Background: an optimization exercise with open tools, aiming at small area, a short achievable clock period and few clock cycles per item. Do not read the settings as production practice.
Function was checked by simulation only, so behaviour that the tests miss may differ from the original.

==> flow/design.v (excerpt) <==
module triangle_tangent_frame_top (
    input  logic               i_clk,
    input  logic               i_rst_n,
    input  logic               i_in_valid,
    output logic               o_in_stall,
    input  logic [23:0]        i_vertex_id,
    input  logic signed [31:0] i_pos_x,
    input  logic signed [31:0] i_pos_y,
    input  logic signed [31:0] i_pos_z,
    input  logic signed [15:0] i_tex_u,
    input  logic signed [15:0] i_tex_v,
    output logic               o_out_valid,
    input  logic               i_out_stall,
    output logic [23:0]        o_out_vertex_id,
    output logic signed [15:0] o_tangent_x,
    output logic signed [15:0] o_tangent_y,
    output logic signed [15:0] o_tangent_z,
    output logic signed [15:0] o_bitangent_x,
    output logic signed [15:0] o_bitangent_y,
    output logic signed [15:0] o_bitangent_z,
    output logic               o_degenerate,
    output logic               o_last_of_triangle
);
    localparam int MW = ttf_pkg::MAG_W;
    localparam int NW = ttf_pkg::NRM_W;
    logic [2:0] r_t;           
    logic [5:0] r_v;           
    logic       r_par [6];     
    logic       r_sc;          
    logic [1:0] r_cc;          
    logic       r_full;        
    logic       shift;         
    logic en, e1_free, e2_free, acc_ok, accept, acc2, start;
  ...
Size: roughly 21000 cells after synthesis, roughly 3200 flip-flops, roughly 280 I/O pins, roughly 220000 µm² of cells after synthesis.
export LEC_CHECK = 0
export ABC_CLOCK_PERIOD_IN_PS = 5000
export CAP_MARGIN = 20
export CORE_MARGIN = 2
export CORE_UTILIZATION = 50
export CTS_BUF_LIST = sky130_fd_sc_hd__clkbuf_8
export SETUP_SLACK_MARGIN = 2.5
export SLEW_MARGIN = 20
create_clock -name core_clock -period 10.0 [get_ports {i_clk}]
run.sh (not shown) runs the stock make flow with config.mk's settings and CLKGATE_MAP_FILE= SYNTH_SCRIPT=/design/flow/synth_recipe.tcl, a recipe that flattens the netlist after the stock synthesis.
Testbench counts at the start, summed over its fixed seeds: cycles 2,872, items 320.
Change:
- SETUP_SLACK_MARGIN: 2.5 -> 2.0
Result: The changed run finished clean. Setup slack gets worse by 420 ps. First-iteration DRC count rose slightly. Global-route usage falls by 0.11 points. Utilization goes down by 0.38 points. Via count is lower slightly. Final cell count goes down slightly.

Another version of the RTL of triangle_tangent_frame_top (not shown whole).
Size: ~22000 cells after synthesis, about 3300 flip-flops, roughly 280 I/O pins, about 0.23 sq mm of cells after synthesis.
make LEC_CHECK=0 ABC_CLOCK_PERIOD_IN_PS=5000 CAP_MARGIN=20 CORE_MARGIN=2 CORE_UTILIZATION=50 SETUP_SLACK_MARGIN=3.5 SLEW_MARGIN=20 finish   # period 10.0 ns
The starting point ran to the end with no violations.
Testbench counts at the start, summed over its fixed seeds: cycles 2,880, items 320.
==> next run, changes <==
Settings changed: CORE_UTILIZATION 50 to 65.
The new run ran to the end with no violations.
Global-route usage increases by 8.1 points.
Synthesized cell count does not change.
Cell count came out lower by 4.7%.
Register-to-register slack degrades by 0.05 ns.

triangle_tangent_frame_top with an RTL version that a note above also has.
For scale: ~280 I/O pins, about 220,000 µm² of cells after synthesis.
==> flow/config.mk <==
export PLATFORM = sky130hd
export DESIGN_NAME = triangle_tangent_frame_top
export DESIGN_NICKNAME = triangle_tangent_frame_top
export VERILOG_FILES = /design/flow/design.v
export SDC_FILE = /design/flow/constraint.sdc
export NUM_CORES = 4
export LEC_CHECK = 0
export ABC_CLOCK_PERIOD_IN_PS = 5000
export CAP_MARGIN = 20
export CORE_MARGIN = 2
export CORE_UTILIZATION = 50
export CTS_BUF_LIST = sky130_fd_sc_hd__clkbuf_8
export SETUP_SLACK_MARGIN = 3.0
export SLEW_MARGIN = 20
==> flow/constraint.sdc <==
create_clock -name core_clock -period 10.0 [get_ports {i_clk}]
set_input_delay 2.0000 -clock core_clock [delete_from_list [all_inputs] [get_ports {i_clk}]]
set_output_delay 2.0000 -clock core_clock [all_outputs]
set_load 0.01 [all_outputs]
The baseline produced a clean layout.
Testbench counts at the start, summed over its fixed seeds: cycles 2,872, items 320.
Next try:
--- a/flow/config.mk
+++ b/flow/config.mk
@@ -13 +13 @@
-export SETUP_SLACK_MARGIN = 3.0
+export SETUP_SLACK_MARGIN = 3.5
Result: The changed run completed without violations; via count rises by 1.9%; wire length rises by 3.1%; hold slack is better by 0.0061 ns.

what the ideal ports hide:
The flow's constraints put no driver on any port. The routed layouts listed below were extracted and timed again, unchanged, in two steps.
Step 1 sets driving cells, clkbuf_16 on the clock port and buf_2 on the other inputs (assumed; they add their load-dependent delay and slew).
Step 2 adds t to the input delays and takes it off the output delays; t is the mean of the earliest and latest rising clock arrival at the registers after step 1. Input paths then give back, and output paths get back, about the clock's delay inside the block.
a / b / c = ideal ports / drivers / drivers and shift; a / b = the first two.
| run | shift t [ns] | setup WS [ns] | hold slack, ns | worst data-port slew with drivers (ns) |
|---|---|---|---|---|
| the first run of note 1 | 1.313 | 2.768 / 2.768 / 2.768 | 0.373 / 0.373 / 0.373 | 0.19 |
| the second run of note 1 | 1.313 | 2.350 / 2.350 / 2.350 | 0.370 / 0.370 / 0.370 | 0.19 |
| the first run of note 2 | 1.083 | 2.965 / 2.965 / 2.965 | 0.366 / 0.366 / 0.366 | 0.18 |
| the second run of note 2 | 1.079 | 2.917 / 2.917 / 2.917 | 0.363 / 0.363 / 0.363 | 0.24 |
| the first run of note 3 | 1.311 | 3.139 / 3.139 / 2.986 | 0.375 / 0.375 / 0.375 | 0.19 |
| the second run of note 3 | 1.318 | 3.209 / 3.209 / 3.013 | 0.381 / 0.381 / 0.381 | 0.19 |
After both steps setup and hold are still met in every run listed. The setup slack of the second run of note 3, which loses most, moves by 0.000 ns with the drivers and by -0.196 ns with both steps.
